This design comes from an exercise in tuning for small area and a short achievable clock period on the open sky130 flow, not from production work. The RTL was checked by simulation tests, not by an equivalence proof against the original design.

==> inputs of 01-25 <==
==> flow/design.v (excerpt) <==
module depth_to_spectrum_color #(
    parameter int DEPTH_BITS = 11
) (
    input  logic                               i_clk,
    input  logic                               i_rst_n,
    input  logic                               start,
    output logic                               busy,
    input  logic                               i_cfg_we,
    input  logic [dsc_pkg::CFG_IDX_BITS-1:0]   i_cfg_idx,
    input  logic [DEPTH_BITS-1:0]              i_cfg_data,
    input  logic [DEPTH_BITS-1:0]              i_depth_sample,
    input  logic                               i_frame_end_in,
    output logic                               o_valid,
    output logic [7:0]                         o_blue_level,
    output logic [7:0]                         o_green_level,
    output logic [7:0]                         o_red_level,
    output logic                               o_frame_end_out
);
    localparam logic [18:0] DIV_CUT  = 19'b101_0101_0101_0101_0101;
    localparam logic [16:0] CDIV_CUT = 17'b1_1010_1010_1010_1010;
    assign busy = 1'b0;
    logic [10:0] r_lo;
    logic [10:0] r_hi;
    always_ff @(posedge i_clk) begin
        if (!i_rst_n) begin
            r_lo <= 11'd909;
            r_hi <= 11'd930;
        end else if (i_cfg_we) begin
            if (i_cfg_idx == CFG_DEPTH_HIGH) r_hi <= i_cfg_data;
            else                             r_lo <= i_cfg_data;
        end
    end
    logic [11:0] n_d5;
    logic        n_ib;
    logic        r1_v;
    logic [1:0]  r1_side;
    logic [10:0] r1_diff;
    logic [10:0] r1_den;
    assign n_d5 = {1'b0, i_depth_sample} + 12'(TOLERANCE);
    assign n_ib = (r_hi > r_lo) && (n_d5 >= {1'b0, r_lo}) && (n_d5 <= {1'b0, r_hi});
    always_ff @(posedge i_clk) begin
        if (!i_rst_n) r1_v <= 1'b0;
        else          r1_v <= start;
    end
    always_ff @(posedge i_clk) begin
        r1_side <= {i_frame_end_in, n_ib};
        r1_diff <= 11'(n_d5 - {1'b0, r_lo});
        r1_den  <= r_hi - r_lo;
    end
    logic [15:0] n_n25;
    logic        div_v;
    logic [18:0] div_q;
    logic [1:0]  div_side;
    assign n_n25 = ({5'b0, r1_diff} << 4) + ({5'b0, r1_diff} << 3) + {5'b0, r1_diff};
    dsc_div #(
  ...
export LEC_CHECK = 0
export CAP_MARGIN = 20
export CORE_MARGIN = 2
export CORE_UTILIZATION = 40
export SETUP_SLACK_MARGIN = 3.5
export SLEW_MARGIN = 20
create_clock -name core_clock -period 8.0 [get_ports {i_clk}]
run.sh (not shown) runs the stock make flow with config.mk's settings and CLKGATE_MAP_FILE= SYNTH_SCRIPT=/design/flow/synth_recipe.tcl, a recipe that flattens the netlist after the stock synthesis.
==> 02-07: changes against 01-25 <==
--- a/flow/config.mk
+++ b/flow/config.mk
@@ -6,7 +6,7 @@
 export NUM_CORES = 4
 export LEC_CHECK = 0
 export CAP_MARGIN = 20
 export CORE_MARGIN = 2
 export CORE_UTILIZATION = 40
-export SETUP_SLACK_MARGIN = 3.5
+export SETUP_SLACK_MARGIN = 5
 export SLEW_MARGIN = 20
==> 05-27: changes against 01-25 <==
--- a/flow/design.v
+++ b/flow/design.v
@@ -99,16 +99,15 @@
     input  logic              i_clk,
     input  logic              i_rst_n,
     input  logic              i_v,
     input  logic [16:0]       i_x,
     input  logic [2:0]        i_seg,
-    input  logic [16:0]       i_t,
+    input  logic [18:0]       i_y,
     input  logic [SIDE-1:0]   i_side,
     output logic              o_v,
     output logic [16:0]       o_c,
-    output logic [15:0]       o_u,
-    output logic [4:0]        o_vrem,
+    output logic [15:0]       o_g,
     output logic [2:0]        o_seg,
     output logic [SIDE-1:0]   o_side
 );
     function automatic logic [6:0] span(input logic [2:0] seg);
         case (seg)
@@ -120,40 +119,40 @@
         endcase
     endfunction
     logic [6:0]      w_rr   [18];
     logic [10:0]     w_xn   [18];
     logic [16:0]     w_c    [18];
-    logic [4:0]      w_fr   [18];
-    logic [11:0]     w_tn   [18];
+    logic [2:0]      w_fr   [18];
+    logic [15:0]     w_tn   [18];
     logic [15:0]     w_u    [18];
     logic [2:0]      w_seg  [18];
     logic [SIDE-1:0] w_side [18];
     logic            w_v    [18];
     assign w_rr[0]   = {1'b0, i_x[16:11]};
     assign w_xn[0]   = i_x[10:0];
     assign w_c[0]    = '0;
-    assign w_fr[0]   = i_t[16:12];
-    assign w_tn[0]   = i_t[11:0];
+    assign w_fr[0]   = i_y[18:16];
+    assign w_tn[0]   = i_y[15:0];
     assign w_u[0]    = '0;
     assign w_seg[0]  = i_seg;
     assign w_side[0] = i_side;
     assign w_v[0]    = i_v;
     for (genvar k = 0; k < 17; k++) begin : g_row
         localparam int B = 16 - k;
         logic [7:0]  n_rt;
         logic [8:0]  n_rsub;
-        logic [6:0]  n_fsub;
+        logic [4:0]  n_fsub;
         logic [6:0]  n_s;
         logic        n_rge;
         logic [6:0]  n_rr;
         logic [16:0] n_c;
         logic [10:0] n_xn;
-        logic [5:0]  n_ft;
+        logic [3:0]  n_ft;
         logic        n_fge;
-        logic [4:0]  n_fr;
+        logic [2:0]  n_fr;
         logic [15:0] n_u;
-        logic [11:0] n_tn;
+        logic [15:0] n_tn;
         assign n_s   = span(w_seg[k]);
         assign n_rt  = {w_rr[k], w_xn[k][10]};
         assign n_rsub = {1'b0, n_rt} - {2'b0, n_s};
         assign n_rge  = !n_rsub[8];
         assign n_rr   = n_rge ? n_rsub[6:0] : n_rt[6:0];
@@ -162,23 +161,23 @@
         if (k == 0) begin : g_nofade
             assign n_fr = w_fr[k];
             assign n_u  = w_u[k];
             assign n_tn = w_tn[k];
         end else begin : g_fade
-            assign n_ft  = {w_fr[k], w_tn[k][11]};
-            assign n_fsub = {1'b0, n_ft} - 7'd25;
-            assign n_fge  = !n_fsub[6];
-            assign n_fr   = n_fge ? n_fsub[4:0] : n_ft[4:0];
-            assign n_u   = w_u[k] | (16'(n_fge) << B);
-            assign n_tn  = {w_tn[k][10:0], 1'b0};
+            assign n_ft   = {w_fr[k], w_tn[k][15]};
+            assign n_fsub = {1'b0, n_ft} - 5'd7;
+            assign n_fge  = !n_fsub[4];
+            assign n_fr   = n_fge ? n_fsub[2:0] : n_ft[2:0];
+            assign n_u    = w_u[k] | (16'(n_fge) << B);
+            assign n_tn   = {w_tn[k][14:0], 1'b0};
         end
         if (CUT[k]) begin : g_reg
             logic [6:0]      r_rr;
             logic [10:0]     r_xn;
             logic [16:0]     r_c;
-            logic [4:0]      r_fr;
-            logic [11:0]     r_tn;
+            logic [2:0]      r_fr;
+            logic [15:0]     r_tn;
             logic [15:0]     r_u;
             logic [2:0]      r_seg;
             logic [SIDE-1:0] r_side;
             logic            r_v;
             always_ff @(posedge i_clk) begin
@@ -216,12 +215,11 @@
             assign w_v[k+1]    = w_v[k];
         end
     end
     assign o_v    = w_v[17];
     assign o_c    = w_c[17];
-    assign o_u    = w_u[17];
-    assign o_vrem = w_fr[17];
+    assign o_g    = w_u[17];
     assign o_seg  = w_seg[17];
     assign o_side = w_side[17];
 endmodule
 import dsc_pkg::*;
 module depth_to_spectrum_color #(
@@ -295,16 +293,15 @@
     logic [8:0]  n_qk;
     logic [2:0]  n_seg;
     logic [18:0] n_x;
     logic        n_fade;
     logic [18:0] n_t;
-    logic [4:0]  n_tgt;
     logic        r2_v;
     logic [16:0] r2_x;
     logic [2:0]  r2_seg;
     logic [16:0] r2_t;
-    logic [7:0]  r2_side;
+    logic [2:0]  r2_side;
     assign n_qk = div_q[18:10];
     always_comb begin
         if (n_qk < 9'd90) begin
             n_seg = SEG_VIOLET;
             n_x   = 19'(90 * 1024) - div_q;
@@ -323,75 +320,69 @@
         end else begin
             n_seg = SEG_RED;
             n_x   = '0;
         end
     end
-    assign n_fade = (n_qk < 9'd70) || (n_qk >= 9'd330);
+    assign n_fade = (n_qk < 9'd70) || (div_q > 19'(330 * 1024));
     assign n_t    = (n_qk < 9'd70) ? div_q : (19'(400 * 1024) - div_q);
-    for (genvar i = 0; i < 5; i++) begin : g_tgt
-        assign n_tgt[i] = n_t > 19'(14336 * i);
-    end
     always_ff @(posedge i_clk) begin
         if (!i_rst_n) r2_v <= 1'b0;
         else          r2_v <= div_v;
     end
     always_ff @(posedge i_clk) begin
         r2_x    <= n_x[16:0];
         r2_seg  <= n_seg;
         r2_t    <= n_fade ? n_t[16:0] : 17'd0;
-        r2_side <= {n_tgt, n_fade, div_side};
+        r2_side <= {n_fade, div_side};
     end
+    logic [29:0] n_y30;
     logic        cd_v;
     logic [16:0] cd_c;
-    logic [15:0] cd_u;
-    logic [4:0]  cd_vrem;
+    logic [15:0] cd_g;
     logic [2:0]  cd_seg;
-    logic [7:0]  cd_side;
+    logic [2:0]  cd_side;
+    assign n_y30 = ({13'd0, r2_t} << 13) + ({13'd0, r2_t} << 10) - ({13'd0, r2_t} << 5)
+                 - ({13'd0, r2_t} << 3) - {13'd0, r2_t};
     dsc_cdiv #(
         .CUT  (CDIV_CUT),
-        .SIDE (8)
+        .SIDE (3)
     ) u_cdiv (
         .i_clk   (i_clk),
         .i_rst_n (i_rst_n),
         .i_v     (r2_v),
         .i_x     (r2_x),
         .i_seg   (r2_seg),
-        .i_t     (r2_t),
+        .i_y     (n_y30[29:11]),
         .i_side  (r2_side),
         .o_v     (cd_v),
         .o_c     (cd_c),
-        .o_u     (cd_u),
-        .o_vrem  (cd_vrem),
+        .o_g     (cd_g),
         .o_seg   (cd_seg),
         .o_side  (cd_side)
     );
-    logic        n_corr;
-    logic [16:0] n_f;
     logic        r3_v;
     logic [16:0] r3_c;
-    logic [16:0] r3_f;
+    logic [15:0] r3_f;
     logic [2:0]  r3_seg;
     logic [2:0]  r3_side;
-    assign n_corr = (cd_vrem < 5'd5) ? cd_side[3 + cd_vrem] : 1'b0;
-    assign n_f    = 17'd19661 + {1'b0, cd_u} - 17'(n_corr);
     always_ff @(posedge i_clk) begin
         if (!i_rst_n) r3_v <= 1'b0;
         else          r3_v <= cd_v;
     end
     always_ff @(posedge i_clk) begin
-        r3_c    <= cd_c;
-        r3_f    <= n_f;
+        r3_c    <= (cd_seg == SEG_RED) ? 17'h10000 : cd_c;
+        r3_f    <= 16'd19661 + cd_g;
         r3_seg  <= cd_seg;
-        r3_side <= cd_side[2:0];
+        r3_side <= cd_side;
     end
     logic        r4a_v;
     logic [16:0] r4a_c;
     logic [20:0] r4a_p0;
     logic [20:0] r4a_p1;
     logic [20:0] r4a_p2;
     logic [20:0] r4a_p3;
-    logic [16:0] r4a_f;
+    logic [7:0]  r4a_lf;
     logic [2:0]  r4a_seg;
     logic [2:0]  r4a_side;
     always_ff @(posedge i_clk) begin
         if (!i_rst_n) r4a_v <= 1'b0;
         else          r4a_v <= r3_v;
@@ -400,53 +391,47 @@
         r4a_c    <= r3_c;
         r4a_p0   <= 21'(r3_c) * 21'(r3_f[3:0]);
         r4a_p1   <= 21'(r3_c) * 21'(r3_f[7:4]);
         r4a_p2   <= 21'(r3_c) * 21'(r3_f[11:8]);
         r4a_p3   <= 21'(r3_c) * 21'(r3_f[15:12]);
-        r4a_f    <= r3_f;
+        r4a_lf   <= r3_side[2] ? dsc_pkg::level257({1'b0, r3_f}) : 8'd255;
         r4a_seg  <= r3_seg;
         r4a_side <= r3_side;
     end
     logic [32:0] n_prod;
     logic        r4_v;
-    logic [16:0] r4_c;
     logic [16:0] r4_p;
-    logic [16:0] r4_f;
+    logic [7:0]  r4_lf;
     logic [2:0]  r4_seg;
     logic [2:0]  r4_side;
     assign n_prod = {12'd0, r4a_p0} + {8'd0, r4a_p1, 4'd0} + {4'd0, r4a_p2, 8'd0} + {r4a_p3, 12'd0};
     always_ff @(posedge i_clk) begin
         if (!i_rst_n) r4_v <= 1'b0;
         else          r4_v <= r4a_v;
     end
     always_ff @(posedge i_clk) begin
-        r4_c    <= r4a_c;
         r4_p    <= r4a_side[2] ? n_prod[32:16] : r4a_c;
-        r4_f    <= r4a_f;
+        r4_lf   <= r4a_lf;
         r4_seg  <= r4a_seg;
         r4_side <= r4a_side;
     end
-    logic [7:0] n_lc;
-    logic [7:0] n_lf;
     logic [7:0] n_lp;
     logic [7:0] n_r;
     logic [7:0] n_g;
     logic [7:0] n_b;
-    assign n_lc = dsc_pkg::level257(r4_c);
-    assign n_lf = r4_side[2] ? dsc_pkg::level257(r4_f) : 8'd255;
     assign n_lp = dsc_pkg::level257(r4_p);
     always_comb begin
         n_r = '0;
         n_g = '0;
         n_b = '0;
         case (r4_seg)
-            SEG_VIOLET: begin n_r = n_lp;  n_b = n_lf;  end
-            SEG_BLUE:   begin n_g = n_lc;  n_b = 8'd255; end
-            SEG_CYAN:   begin n_g = 8'd255; n_b = n_lc; end
-            SEG_GREEN:  begin n_r = n_lc;  n_g = 8'd255; end
-            SEG_YELLOW: begin n_r = 8'd255; n_g = n_lc; end
-            default:    begin n_r = n_lf;  end
+            SEG_VIOLET: begin n_r = n_lp;   n_b = r4_lf;  end
+            SEG_BLUE:   begin n_g = n_lp;   n_b = 8'd255; end
+            SEG_CYAN:   begin n_g = 8'd255; n_b = n_lp;   end
+            SEG_GREEN:  begin n_r = n_lp;   n_g = 8'd255; end
+            SEG_YELLOW: begin n_r = 8'd255; n_g = n_lp;   end
+            default:    begin n_r = n_lp;   end
         endcase
         if (!r4_side[0]) begin
             n_r = '0;
             n_g = '0;
             n_b = '0;
==> run notes <==
Result of the run: 01-25 timing/DRC/antenna clean; 02-07 timing/DRC/antenna clean; 05-27 timing/DRC/antenna clean
Max-Slew Margin vs Limit: 01-25 38.51%; 02-07 29.33%; 05-27 33.32%
Adder and majority gate portion of the synthesized area: 01-25 19.31%; 02-07 19.31%; 05-27 21.64%
Multi-input gate area: 01-25 31490 um2; 02-07 36550 um2; 05-27 32620 um2
Syn Inst Count: 01-25 5786; 02-07 5786; 05-27 5653
Non-Clock Inverter Count: 01-25 636; 02-07 636; 05-27 571
Global Route met1 Usage: 01-25 19.80%; 02-07 20.73%; 05-27 19.18%
Cell Area, Synth: 01-25 55690 um2; 02-07 55690 um2; 05-27 54310 um2
GR Layer Usage met3: 01-25 2.471%; 02-07 2.484%; 05-27 2.475%
Number of multi-input combinational cells: 01-25 3917; 02-07 3917; 05-27 3925
Clock tree cell share of total cell area: 01-25 6.143%; 02-07 5.086%; 05-27 5.845%
Sink of the worst hold path: 01-25 u_cdiv.g_row[16].g_reg.r_side[5]; 02-07 u_cdiv.g_row[3].g_reg.r_side[5]; 05-27 u_cdiv.g_row[7].g_reg.r_tn[13]
1st-iter DRT viols: 01-25 1858; 02-07 1720; 05-27 1775
Number of sequential cells in the layout: 01-25 1112; 02-07 1112; 05-27 1032
Count of nets after finishing: 01-25 6739; 02-07 7246; 05-27 6757

==> static timing again, ports no longer ideal <==
The results above use ideal ports. As a check the final layouts listed here were re-extracted and re-timed, cells and wires unchanged. Step 1 sets driving cells, clkbuf_16 on the clock port and buf_2 on the other inputs (assumed; they add their load-dependent delay and slew). Step 2 times the ports against the registers' clock, not the clock port: input delays grow and output delays shrink by t, the midpoint of the rising clock arrivals with the driver on. Three values: no drivers, after step 1, after step 2; two values: the first two.
run | shift t [ns] | setup WS [ns] | slew at the worst register clock pin (ns) | cell pins on the clock port's net
01-25 | 0.773 | 3.431 / 3.431 / 3.203 | 0.07 / 0.07 | 1
02-07 | 0.782 | 3.548 / 3.548 / 3.548 | 0.07 / 0.07 | 1
05-27 | 0.776 | 3.119 / 3.119 / 3.119 | 0.07 / 0.07 | 1
After both steps setup and hold are still met in every run listed. The setup slack of 01-25, which loses most, moves by 0.000 ns with the drivers and by -0.228 ns with both steps.
